What follows belongs to an exercise in optimizing a design on an open flow for small area; a production flow would make more cautious choices.
Only simulation tests tie the RTL to the original design; equivalence was not proved.
Power figures rest on the tool's default switching activity, not on a simulated workload.

[flow/design.v]
module wb_regfile #(
    parameter int NB_PC      = 32,
    parameter int DATA_WIDTH = 32,
    parameter int NB_ADDR    = 5
) (
    input  logic                  clk,
    input  logic                  i_rst,
    input  logic                  i_regWrite,
    input  logic                  i_memToReg,
    input  logic                  i_jump,
    input  logic [NB_PC-1:0]      i_pc_next,
    input  logic [DATA_WIDTH-1:0] i_data,
    input  logic [DATA_WIDTH-1:0] i_alu,
    input  logic [NB_ADDR-1:0]    i_rd_addr,
    input  logic [NB_ADDR-1:0]    i_rs1_addr,
    input  logic [NB_ADDR-1:0]    i_rs2_addr,
    output logic [DATA_WIDTH-1:0] o_rs1_data,
    output logic [DATA_WIDTH-1:0] o_rs2_data,
    output logic [DATA_WIDTH-1:0] o_wb_data,
    input  logic                  i_dump_start,
    input  logic                  i_dump_ready,
    output logic                  o_dump_valid,
    output logic [NB_ADDR-1:0]    o_dump_addr,
    output logic [DATA_WIDTH-1:0] o_dump_data,
    output logic                  o_dump_done,
    output logic                  o_dump_busy
);
    localparam int NREG = 1 << NB_ADDR;
    typedef enum logic [1:0] {IDLE, DUMP, DONE} state_t;
    state_t                state_q, state_d;
    logic [NB_ADDR-1:0]    idx_q, idx_d, next_addr;
    logic [DATA_WIDTH-1:0] data_q, data_d, next_word;
    logic [DATA_WIDTH-1:0] regs_q [NREG];
    logic                  wr_en;
    assign o_wb_data = i_jump ? DATA_WIDTH'(i_pc_next) : (i_memToReg ? i_data : i_alu);
    assign wr_en     = i_regWrite && (i_rd_addr != '0);
    assign o_rs1_data = (i_rs1_addr == '0) ? '0 : regs_q[i_rs1_addr];
    assign o_rs2_data = (i_rs2_addr == '0) ? '0 : regs_q[i_rs2_addr];
    assign next_addr = idx_q + 1'b1;
    assign next_word = (wr_en && i_rd_addr == next_addr) ? o_wb_data : regs_q[next_addr];
    always_comb begin
        state_d = state_q;
        idx_d   = idx_q;
        data_d  = data_q;
        case (state_q)
            IDLE: if (i_dump_start) begin
                state_d = DUMP;
                idx_d   = '0;
                data_d  = '0;
            end
            DUMP: if (i_dump_ready) begin
                if (idx_q == '1) state_d = DONE;
                else begin
                    idx_d  = next_addr;
                    data_d = next_word;
                end
            end
            default: state_d = IDLE;
        endcase
    end
    always_ff @(posedge clk) begin
        if (i_rst) begin
            state_q <= IDLE;
            idx_q   <= '0;
            data_q  <= '0;
            for (int i = 0; i < NREG; i++) regs_q[i] <= '0;
        end else begin
            state_q <= state_d;
            idx_q   <= idx_d;
            data_q  <= data_d;
            if (wr_en) regs_q[i_rd_addr] <= o_wb_data;
        end
    end
    assign o_dump_valid = (state_q == DUMP);
    assign o_dump_done  = (state_q == DONE);
    assign o_dump_busy  = (state_q != IDLE);
    assign o_dump_addr  = idx_q;
    assign o_dump_data  = data_q;
endmodule
[flow/run.sh]
#!/bin/bash
# synth_recipe.tcl (not shown) runs the flow's synth.tcl, then flattens the netlist and writes it again
# the make line also repeats each setting of config.mk as NAME=value (left out here)
make -C /OpenROAD-flow-scripts/flow DESIGN_CONFIG=/design/flow/config.mk WORK_HOME=/design/flow/orfs CLKGATE_MAP_FILE= SYNTH_SCRIPT=/design/flow/synth_recipe.tcl finish
[flow/constraint.sdc]
create_clock -name core_clock -period 6.0 [get_ports {clk}]
set_input_delay 1.2000 -clock core_clock [delete_from_list [all_inputs] [get_ports {clk}]]
set_output_delay 1.2000 -clock core_clock [all_outputs]
set_load 0.01 [all_outputs]
[flow/config.mk]
export PLATFORM = sky130hd
export DESIGN_NAME = wb_regfile
export DESIGN_NICKNAME = wb_regfile
export VERILOG_FILES = /design/flow/design.v
export SDC_FILE = /design/flow/constraint.sdc
export NUM_CORES = 4
export LEC_CHECK = 0
export CAP_MARGIN = 20
export CORE_MARGIN = 2
export CORE_UTILIZATION = 30
export SLEW_MARGIN = 20
==> run notes <==
The flow ran to the end and the layout has no timing, DRC or antenna violations. Leaving out fill and tap cells, the most frequent cell in the layout is nor2_1. Global routing used 37.2% of the available met2 tracks. Instance area at placement: 0.0699 mm².

For this design the ratio of total power to cell area is 262 mW/mm². The number of global-route vias before repair is 46.7k, and the maximum fanout along the worst path is 17. For the worst-skew pair, the clock arrives at the later sink with an insertion delay of 0.76 ns. The clock buffer count from CTS is 112, and the vertical extent of the die is 462 µm. Data arrives at the worst endpoint at 4.53 ns. The number of failing hold endpoints at the final stage was 0. The number of violations of the max-capacitance limit is 0. The run gives 0 as the max-slew violation count. The number of setup buffers added after CTS is 0.

The run gives 18.7% as the tightest slew margin relative to the limit. Once layout is complete, the utilization of the core stands at 35.1%. Dividing the detail-routed via count by the number of cells gives 6.19.

The average cell area after synthesis works out to 13.3 µm². The number of nets with antenna violations after routing is 0, and the synthesized flop and latch total is 1063. The longest clock path from root to sink contains 3 buffers.

Yosys mapped a number of flops with a built-in enable equal to 1024. The setup clock skew after layout is 0.0451 ns. The final route contains 48.0k vias.

The count of instances resized after the clock tree is built came out at 0. The share of flip-flops with an asynchronous set or reset came out at 0%. The signed area change from the synthesized netlist to the final layout works out to 16.7%. In this run the most used layer during global routing was met2.

For the sequential fraction of the synthesis area, the log shows 50.1%. The congestion estimate from routability-driven global placement came to 0.932. In the routed design, unresolved DRC markers number 0.

The maximum number of pins on one net before global-route repair came out at 130. In this run the worst hold path is classified as flip-flop to flip-flop. The number of warnings printed during yosys synthesis came out at 1. Global routing consumed, on the met3 layer, 6.27% of the routing resources. The tools report the count of different cell masters after synthesis as 51. The run gives 4970 as the number of nets in the layout. Summed over all failing endpoints, the final setup total negative slack is 0 ns.

The total overflow left after global routing is 0. Power comes to 19.2 mW. The leakage dissipation is 24.4 nW, and the aggregate global-route resource usage is 23.9%. The startpoint type of the worst setup path is a primary input. The capturing element type of the critical path is a primary output.

Synthesis handed over a netlist of 4737 instances. The final instance area is 0.0734 mm². In the layout the commonest cells are 1043 x nor2_1, 1024 x edfxtp_1, 641 x mux4_2. The count of TritonRoute iterations in the first routing pass came out at 6. The tools report the half-perimeter wire length of the detailed placement result as 161 mm.

Setup repair after global routing left no endpoint under its margin. Clock-pin slew was measured on the worst setup and hold paths at 0.06 ns. The logs give 15 for the initial antenna violation count and 262 mm for the total routed wirelength. The region available for standard cell placement spans 0.209 mm². At the pin with the least slew margin, the transition time is 1.22 ns. STA puts the critical path data required time at 4.80 ns. The run gives 0.451 ns as the minimum hold slack. For the first-pass GRT wire length, the log shows 360 mm.

The die covers 0.213 mm². In the final routed layout, each cell accounts on average for 33.8 µm. The final critical-path required period is 5.73 ns, and the fraction of met1 tracks used by global routing is 28.9%. 254 I/O pins were placed.

For this run, the top clock speed supported by timing is 175 MHz. TritonCTS built the clock tree. The largest voltage drop on the vdd net came out at 0.226 mV.

The number of hold buffers added after CTS was 0. For the number of core rows, the log shows 168. Dividing the final minimum period by the clock period gives 95.5%. The mapped cell area was 0.0629 mm². Number of H-tree levels: 3. Among all flip-flop cells after synthesis, the most frequent one is edfxtp_1. The tree is rooted in a clkbuf_16. Setup violations remaining at the end of the flow were counted as 0. The CTS sink count is 1063, and the width of the chip is 462 µm. After the first detailed-routing iteration, the DRC count stood at 7767. The startpoint-to-endpoint class of the critical path was primary input to primary output. The quantity of I/O buffers inserted on ports is 253, and the share of final-layout standard cells stronger than drive strength 1 is 27.9%.

The initial utilization of the core area, before any placement, comes to 30.1%.
through the flow:
step / worst slack [ns] / std cells
finish: 0.272 / 7751
global route: 0.296 / 7749
CTS: 0.402 / 7745
detailed placement: 0.409 / 7541
global placement: 0.384 / 7541
floorplan: 2.03 / 4768
cell usage after synthesis (3+ instances only):
cell type  number  share of area, %
buf_1          52              0.31
inv_1          34              0.20
or2_2           4             0.040
o22ai_1        95              0.94
nand2_1       194               1.2
o31ai_1        31              0.37
nand3_1         8             0.064
dfxtp_1        39               1.2
buf_2         134               1.1
a22o_1         64              0.89
mux4_2        641                23
mux2i_1       225               3.6
nand3b_1        6             0.072
clkbuf_1      334               2.0
nor2_1       1047               6.2
nand2b_1       40              0.40
a32oi_1        62              0.86
o41ai_1        31              0.43
edfxtp_1     1024                49
mux2_2        191               3.4
xnor2_1         5             0.070
a21oi_1       130               1.0
nand4_1         3             0.030
nor3_1         67              0.53
and3_1         35              0.35
a211oi_1       31              0.37
nor2b_1        71              0.71
buf_4          15              0.18
a22oi_1        64              0.76
a2111oi_0      31              0.43
and2_1          3             0.030
power breakdown:
part	switching (mW)	leakage, nW	internal [mW]	total, mW
logic	1.90	12.6	1.48	3.38
clock network	3.09	1.72	3.87	6.96
registers	0.320	10.1	8.55	8.87
total	5.31	24.4	13.9	19.2
state kept, by name (all words and copies together) (netlist names):
| signal | flops |
|---|---|
| state_q | 2 |
| data_q | 32 |
| idx_q | 5 |
| regs_q | 1024 |
final cells by class:
| type | instances | area (µm²) |
|---|---|---|
| inverter | 34 | 128 |
| sequential | 1063 | 31500 |
| antenna | 6 | 15.0 |
| fill | 20100 | 136000 |
| timing repair buffer | 506 | 4960 |
| multi-input combinational | 3133 | 29700 |
| clock inverter | 60 | 468 |
| tap | 2805 | 3510 |
| clock buffer | 144 | 3060 |
worst max-delay path, cell delays in order:
cell and delay (ns):
clkdlybuf4s50_1 0.67, or2_2 0.56, buf_12 0.28, o22ai_1 0.23, nor3_1 0.80, buf_4 0.23
clkdlybuf4s50_1 0.53
logic make-up after synthesis:
family / Yosys count / share of synthesized area (%)
flip-flops: 1063 / 50.1
adder cells (fa/ha/maj): 2 / 0.0398
AND/OR/NAND/NOR: 1486 / 9.72
buffers and inverters: 572 / 3.80
AO/OA/AOI/OAI: 548 / 6.20
other: 1 / 0.00596
multiplexers: 1057 / 30.0
XOR/XNOR: 8 / 0.145
path summary, 6_finish.rpt:
kind | start | end | slack (ns) | depth (start not counted)
worst max-delay path | i_rs1_addr[2] | o_rs1_data[13] | 0.27 | 7
worst min-delay path | data_q[15] | data_q[15] | 0.45 | 2
worst max register to register | idx_q[3] | data_q[16] | 1.66 | 8
worst min register to register | data_q[15] | data_q[15] | 0.45 | 2
per-layer routing:
layer,routed length (µm),vias to the layer above
li1,-,18600
met1,88600,24400
met2,119000,3984
met3,33100,935
met4,21400,12
met5,77,-

re-timing with driven ports:
Ports are ideal in the flow. The routed layout listed here was re-timed in OpenROAD. Step 1 sets driving cells, clkbuf_16 on the clock port and buf_2 on the other inputs (assumed; they add their load-dependent delay and slew). Step 2, shift: input delay + t, output delay - t, t = (earliest + latest rising clock arrival at the registers) / 2. This alone moves slack from input paths to output paths. Three values: no drivers, after step 1, after step 2; two values: the first two.
t (ns): 0.819
setup WS [ns]: 0.272 / 0.246 / 0.246
clock arrival spread, ns: 0.047 / 0.047
pins driven straight from the clock port: 1
After both steps setup and hold are still met in this run. The setup slack of this run moves by -0.026 ns with the drivers and by -0.026 ns with both steps.
